From an optimization exercise on the open Yosys and OpenROAD flow, aimed at small area, a short achievable clock period and few clock cycles per item; shortcuts taken in it are not production practice. Function was checked by simulation only, so behaviour that the tests miss may differ from the original.

== sierra ==
==> flow/design.v (excerpt) <==
module keccak_miner_core
(
  input  logic          clk,
  input  logic          arst_n,
  input  logic          start,
  input  logic [607:0]  header,
  input  logic [31:0]   nonce,
  input  logic [63:0]   target,
  output logic          busy,
  output logic          done,
  output logic          match,
  output logic [255:0]  digest
);
Size: roughly 11,000 cells after synthesis, ~2,000 flip-flops, about 970 I/O pins, roughly 110,000 sq um of cells after synthesis.
export LEC_CHECK = 0
export CAP_MARGIN = 30
export CORE_MARGIN = 2
export CORE_UTILIZATION = 50
export SETUP_SLACK_MARGIN = 2.0
export SLEW_MARGIN = 30
create_clock -name core_clock -period 5.0 [get_ports {clk}]
standard.sh (not shown) runs the stock make flow with config.mk's settings and CLKGATE_MAP_FILE= SYNTH_SCRIPT=/design/flow/synth_recipe.tcl, a recipe that flattens the netlist after the stock synthesis.
==> flow/flow/run.sh <==
#!/bin/bash
# The standard layout, with every input and output port buffered by the
# smallest buffer cell instead of the one buffer_ports picks by default.
set -euo pipefail
export BUFFER_PORTS_ARGS="-buffer_cell sky130_fd_sc_hd__buf_1"
bash standard.sh > standard_flow.log 2>&1
sierra ran to completion and came out clean on the timing, DRC and antenna checks.
Testbench counts of sierra, summed over its fixed seeds: cycles 4,632, items 192.
Inputs modified between sierra and lagoon:
# sierra
export LEC_CHECK = 0
export CAP_MARGIN = 30
export CORE_MARGIN = 2
export CORE_UTILIZATION = 50
export SETUP_SLACK_MARGIN = 2.0
export SLEW_MARGIN = 30
create_clock -name core_clock -period 5.0 [get_ports {clk}]
# lagoon
export LEC_CHECK = 0
export CAP_MARGIN = 30
export CORE_MARGIN = 2
export CORE_UTILIZATION = 45
export CTS_CLUSTER_DIAMETER = 90
export CTS_CLUSTER_SIZE = 22
export SETUP_SLACK_MARGIN = 2.4
export SLEW_MARGIN = 30
create_clock -name core_clock -period 5.0 [get_ports {clk}]
--- outcome ---
Changes observed in lagoon relative to sierra: final wirelength now sits higher, cell count now sits higher. Summary of lagoon over sierra: maximum frequency up 43 MHz, fraction of cell area in non-clock buffers has increased. For sierra, the cell with the biggest individual delay on the critical path was sky130_fd_sc_hd__xnor2_2, unlike lagoon, where it was sky130_fd_sc_hd__xnor2_4. Against sierra, lagoon reports a antenna diode count that is lower.
For zinc, these inputs were changed with respect to lagoon:
# lagoon
export LEC_CHECK = 0
export CAP_MARGIN = 30
export CORE_MARGIN = 2
export CORE_UTILIZATION = 45
export CTS_CLUSTER_DIAMETER = 90
export CTS_CLUSTER_SIZE = 22
export SETUP_SLACK_MARGIN = 2.4
export SLEW_MARGIN = 30
create_clock -name core_clock -period 5.0 [get_ports {clk}]
# zinc
export LEC_CHECK = 0
export CAP_MARGIN = 30
export CORE_MARGIN = 2
export CORE_UTILIZATION = 45
export CTS_CLUSTER_DIAMETER = 90
export CTS_CLUSTER_SIZE = 22
export SETUP_SLACK_MARGIN = 2.2
export SLEW_MARGIN = 30
create_clock -name core_clock -period 5.0 [get_ports {clk}]
[summary]
- Count of instances resized after the clock tree is built in zinc is 42% below lagoon.
- | fraction of area in multi-input gates | zinc vs lagoon | 1.8 points higher |
- The hold slack of zinc was superior to that of lagoon.
- Die area: zinc vs lagoon identical
- Clock-buffer cell count sits lower in zinc than in lagoon.
- [compare] base=lagoon new=zinc: combined area of the multi-input logic cells now sits lower; fraction of final layout cells sized beyond drive strength 1 decreased 11 points.
- Largest incremental delay on the critical path: lower on lagoon
Inputs modified between zinc and nickel:
# zinc
export LEC_CHECK = 0
export CAP_MARGIN = 30
export CORE_MARGIN = 2
export CORE_UTILIZATION = 45
export CTS_CLUSTER_DIAMETER = 90
export CTS_CLUSTER_SIZE = 22
export SETUP_SLACK_MARGIN = 2.2
export SLEW_MARGIN = 30
create_clock -name core_clock -period 5.0 [get_ports {clk}]
# nickel
export LEC_CHECK = 0
export CAP_MARGIN = 40
export CORE_MARGIN = 2
export CORE_UTILIZATION = 45
export SETUP_SLACK_MARGIN = 1.8
export SLEW_MARGIN = 40
create_clock -name core_clock -period 5.0 [get_ports {clk}]
[summary]
Aggregate global-route resource usage (nickel over zinc): decrease, 0.49 points. Reported for nickel and zinc, maximum number of pins on one net before global-route repair turned out identical to the last digit. Period utilization: nickel vs zinc up 6.1 points.

* * *

Starting RTL as in the previous note.
export LEC_CHECK = 0
export CAP_MARGIN = 30
export CORE_MARGIN = 2
export CORE_UTILIZATION = 45
export CTS_CLUSTER_DIAMETER = 90
export CTS_CLUSTER_SIZE = 22
export SETUP_SLACK_MARGIN = 1.8
export SLEW_MARGIN = 30
create_clock -name core_clock -period 5.0 [get_ports {clk}]
Scripts as last shown in full above: flow/flow/run.sh
The first run ran to the end with no violations.
Testbench counts at the start, summed over its fixed seeds: cycles 4,632, items 192.
Edit:
SETUP_SLACK_MARGIN = 2.0   (was 1.8)
Outcome:
- area after synthesis stays the same
- flip-flop and latch count does not change
- cell area climbs by 4.5%
- worst setup slack improves by 0.16 ns
Edit:
CORE_UTILIZATION = 50   (was 45)
CTS_CLUSTER_DIAMETER = default   (was 90)
CTS_CLUSTER_SIZE = default   (was 22)
SETUP_SLACK_MARGIN = 2.2   (was 2.0)
The new run completed with no timing, DRC or antenna violations.
Global-route usage is higher by 4.3 points.
Via count is higher by 5.8%.
Worst hold slack degrades by 0.11 ns.
Design area is higher by 9.0%.
Register-to-register slack improves by 0.19 ns.
Die area is lower by 9.9%.
Worst setup slack improves by 0.19 ns.
Non-clock buffer count is higher by 404.

[afterwards: timing with drivers on the ports]
The flow's constraints put no driver on any port. The routed layouts listed below were extracted and timed again, unchanged, in two steps.
Step 1 (the two cells are an assumption about what drives the block):
set clk [get_ports {clk}]
set_driving_cell -lib_cell sky130_fd_sc_hd__clkbuf_16 $clk
set_driving_cell -lib_cell sky130_fd_sc_hd__buf_2 [delete_from_list [all_inputs] $clk]
Step 2 also shifts input and output timing later by t, the mid clock arrival at the registers, as if the neighbouring blocks saw the same clock.
a / b / c = no drivers / after step 1 / after step 2; a / b = the first two.
run | t, ns | slack for setup (ns) | hold WS [ns] | latest minus earliest clock arrival (ns)
sierra | 1.020 | 1.631 / 1.631 / 1.631 | 0.089 / 0.000 / 0.315 | 0.054 / 0.054
lagoon | 1.018 | 2.055 / 2.055 / 2.055 | 0.099 / 0.008 / 0.347 | 0.039 / 0.040
zinc | 0.980 | 1.877 / 1.877 / 1.877 | 0.163 / 0.078 / 0.341 | 0.041 / 0.040
nickel | 1.034 | 1.574 / 1.574 / 1.574 | 0.097 / 0.005 / 0.310 | 0.045 / 0.045
the first run of note 2 | 0.980 | 1.545 / 1.545 / 1.545 | 0.139 / 0.049 / 0.343 | 0.038 / 0.037
the second run of note 2 | 0.976 | 1.708 / 1.708 / 1.708 | 0.145 / 0.057 / 0.343 | 0.036 / 0.036
the third run of note 2 | 1.065 | 1.901 / 1.901 / 1.901 | 0.038 / -0.049 / 0.315 | 0.075 / 0.075
After both steps every run listed still meets setup and hold.
